Background: an optimization exercise with open tools, aiming at small area and a short achievable clock period. Do not read the settings as production practice. In this exercise RTL edits were held to simulation tests only and were not proved equivalent to the original.

// mul_pipe_unit
module mul_pipe_unit #(
   parameter int WIDTH   = 32,
   parameter int LATENCY = 4
) (
   input  logic               clk,
   input  logic               rst,
   input  logic               start,
   input  logic               is_signed,
   input  logic [WIDTH-1:0]   a,
   input  logic [WIDTH-1:0]   b,
   input  logic               flush,
   output logic               busy,
   output logic               done,
   output logic [2*WIDTH-1:0] result,
   output logic [1:0]         dbg_state
);
   logic              busy_r;
   logic              done_r;
   logic [1:0]        ph;
   logic [63:0]       result_r;
   logic [32:0]       a_r;      
   logic [23:0]       bl;       
   logic              bp;       
   logic [5:0]        sel_neg, sel_one, sel_two;    
   logic [5:0]        nx_neg, nx_one, nx_two;       
   logic [12:0]       nb;       
   logic [32:0]       acc;      
   logic [44:0]       sum;
   logic [44:0]       rx, ry;
   wire s1;
   wire c2;
   wire s3;
   wire c4;
   wire s5;
   wire c6;
   wire s7;
   wire c8;
   wire s9;
   wire c10;
   wire s11;
   wire c12;
   wire s13;
   wire c14;
   wire s15;
   wire c16;
   wire s17;
   wire c18;
   wire s19;
   wire c20;
   wire s21;
   wire c22;
   wire s23;
   wire c24;
   wire s25;
   wire c26;
   wire s27;
   wire c28;
   wire s29;
   wire c30;
   wire s31;
   wire c32;
   wire s33;
   wire c34;
   wire s35;
   wire c36;
   wire s37;
   wire c38;
   wire s39;
   wire c40;
   wire s41;
   wire c42;
   wire s43;
   wire c44;
   wire s45;
   wire c46;
   wire s47;
   wire c48;
   wire s49;
   wire c50;
   wire s51;
   wire c52;
   wire s53;
   wire c54;
   wire s55;
   wire c56;
   wire s57;
   wire c58;
   wire s59;
   wire c60;
   wire s61;
   wire c62;
   wire s63;
   wire c64;
   wire s65;
   wire c66;
   wire s67;
   wire c68;
   wire s69;
   wire c70;
   wire s71;
   wire c72;
   wire s73;
   wire c74;
   wire s75;
   wire c76;
   wire s77;
   wire c78;
   wire s79;
   wire c80;
   wire s81;
   wire c82;
   wire s83;
   wire c84;
   wire s85;
   wire c86;
   wire s87;
   wire c88;
   wire s89;
   wire c90;
  ...
Size in the first run: about 140 I/O pins, roughly 16000 um2 of cells after synthesis.
clock: 11.0 ns
lec_check: 0
cap_margin: 20
core_margin: 2
core_utilization: 55
slew_margin: 20
standard.sh (not shown) runs the stock make flow with config.mk's settings and CLKGATE_MAP_FILE= SYNTH_SCRIPT=/design/flow/synth_recipe.tcl, a recipe that flattens the netlist after the stock synthesis.
==> flow/flow/run.sh <==
#!/bin/bash
# Own layout flow: the standard flow, with two changes.
#  1. After the standard synthesis, flow/faflip.py re-chooses the polarity of each full-adder cell
#     (FA(~a,~b,~c) = ~FA(a,b,c)) so that most of the inverters Yosys's extract_fa leaves between
#     adders go away. Registers and all other cells are untouched.
#  2. Ports are buffered with sky130_fd_sc_hd__buf_1 instead of the flow's default pick.
# Each step's output goes to a log file of its own here; ORFS's own logs are under orfs/logs.
set -euo pipefail
R=orfs/results/sky130hd/mul_pipe_unit/base
bash standard.sh synth > log_synth.txt 2>&1
python3 flow/faflip.py $R/1_2_yosys.v $R/1_2_yosys.faflip.v > log_faflip.txt 2>&1
cp $R/1_2_yosys.v $R/1_2_yosys.orig.v
mv $R/1_2_yosys.faflip.v $R/1_2_yosys.v
rm -f $R/1_synth.odb
touch $R/1_2_yosys.v
bash standard.sh "BUFFER_PORTS_ARGS=-buffer_cell sky130_fd_sc_hd__buf_1" finish > log_finish.txt 2>&1
Other scripts of this flow, unchanged in this note and not shown: flow/flow/faflip.py
The first run passed the timing, design-rule and antenna checks.
Rerun with:
--- a/flow/flow/run.sh
+++ b/flow/flow/run.sh
@@ -5,4 +5,5 @@
 #     adders go away. Registers and all other cells are untouched.
 #  2. Ports are buffered with sky130_fd_sc_hd__buf_1 instead of the flow's default pick.
+#  3. repair_timing aims 5.8 ns beyond the clock period on the worst path only (no TNS repair).
 # Each step's output goes to a log file of its own here; ORFS's own logs are under orfs/logs.
 set -euo pipefail
@@ -14,3 +15,3 @@
 rm -f $R/1_synth.odb
 touch $R/1_2_yosys.v
-bash standard.sh "BUFFER_PORTS_ARGS=-buffer_cell sky130_fd_sc_hd__buf_1" finish > log_finish.txt 2>&1
+bash standard.sh "BUFFER_PORTS_ARGS=-buffer_cell sky130_fd_sc_hd__buf_1" SETUP_SLACK_MARGIN=5.8 TNS_END_PERCENT=0 finish > log_finish.txt 2>&1
Result: Utilization is higher by 4.8 points. Wire length is higher by 7.9%. Hold slack barely changes. Die area does not change. Count of clock-buffer cells in the layout is lower by 2. Register-to-register slack is better by 1.1 ns. Clock skew is lower by 0.0037 ns.

========
mul_pipe_unit, a different RTL version from the one above (not shown whole).
Size in the first run: ~1600 cells after synthesis, roughly 140 I/O pins.
clock: 11.0 ns
lec_check: 0
cap_margin: 20
core_margin: 2
core_utilization: 55
slew_margin: 20
==> flow/flow/run.sh <==
#!/bin/bash
# Own layout flow: the standard flow, with these changes.
#  1. After the standard synthesis, flow/faflip.py re-chooses the polarity of each full-adder cell
#     (FA(~a,~b,~c) = ~FA(a,b,c)) so that most of the inverters Yosys's extract_fa leaves between
#     adders go away; it also looks through the larger inverters and reuses them as inverted
#     copies, and folds inverters into the xor2/xnor2 gates that feed them. Registers are untouched.
#  2. Ports are buffered with sky130_fd_sc_hd__buf_1 instead of the flow's default pick.
#  3. Synthesis and every later step also leave out the platform's slow complex gates (four-input
#     and-or cells and the like) and its weakest (_0) cells: flow/dont_use.txt lists the platform's own
#     don't-use cells followed by these.
#  4. Up to CTS, repair_timing aims 6.6 ns beyond the clock period on the worst path only (no TNS
#     repair); routing and the steps after it run with the standard margin.
# Each step's output goes to a log file of its own here; ORFS's own logs are under orfs/logs.
set -euo pipefail
R=orfs/results/sky130hd/mul_pipe_unit/base
PORTS="BUFFER_PORTS_ARGS=-buffer_cell sky130_fd_sc_hd__buf_1"
DU="DONT_USE_CELLS=$(cat flow/dont_use.txt)"
bash standard.sh "$DU" synth > log_synth.txt 2>&1
python3 flow/faflip.py $R/1_2_yosys.v $R/1_2_yosys.faflip.v > log_faflip.txt 2>&1
cp $R/1_2_yosys.v $R/1_2_yosys.orig.v
mv $R/1_2_yosys.faflip.v $R/1_2_yosys.v
rm -f $R/1_synth.odb
touch $R/1_2_yosys.v
bash standard.sh "$DU" "$PORTS" SETUP_SLACK_MARGIN=6.6 TNS_END_PERCENT=0 cts > log_cts.txt 2>&1
bash standard.sh "$DU" "$PORTS" finish > log_finish.txt 2>&1
Other scripts of this flow, unchanged in this note and not shown: flow/flow/dont_use.txt, flow/flow/faflip.py
Rerun with:
--- a/flow/flow/run.sh
+++ b/flow/flow/run.sh
@@ -11 +11 @@
-#  4. Up to CTS, repair_timing aims 6.6 ns beyond the clock period on the worst path only (no TNS
+#  4. Up to CTS, repair_timing aims 6.9 ns beyond the clock period on the worst path only (no TNS
@@ -24 +24 @@
-bash standard.sh "$DU" "$PORTS" SETUP_SLACK_MARGIN=6.6 TNS_END_PERCENT=0 cts > log_cts.txt 2>&1
+bash standard.sh "$DU" "$PORTS" SETUP_SLACK_MARGIN=6.9 TNS_END_PERCENT=0 cts > log_cts.txt 2>&1
Effect:
- The new run finished with timing, DRC and antenna clean
- worst hold slack degrades by 4.6 ps
- via count came out higher by about 3.2%
- worst setup slack improved by 33 ps
- cell count came out higher by about 1.6%
- die area does not change
- non-clock buffer count increases by 32

static timing again, ports no longer ideal:
How much do the figures lean on ideal ports? The routed layouts below were timed once more, with nothing changed but the port constraints. Step 1 assumes that a clkbuf_16 drives the clock port and a buf_2 every other input. Step 2 times the ports against the registers' clock, not the clock port: input delays grow and output delays shrink by t, the midpoint of the rising clock arrivals with the driver on. a / b / c = ideal ports / drivers / drivers and shift; a / b = the first two.
run | shift t [ns] | setup slack, ns | worst setup path at the end | worst data-port slew with drivers (ns) | cell pins on the clock port's net
the first run of note 1 | 0.502 | 4.749 / 4.749 / 4.749 | register to register | 0.10 | 1
the second run of note 1 | 0.500 | 5.851 / 5.851 / 5.851 | register to register | 0.09 | 1
the first run of note 2 | 0.500 | 6.593 / 6.566 / 6.593 | register to register | 0.05 | 1
the second run of note 2 | 0.495 | 6.626 / 6.611 / 6.626 | register to register | 0.06 | 1
After both steps every run listed still meets setup and hold.
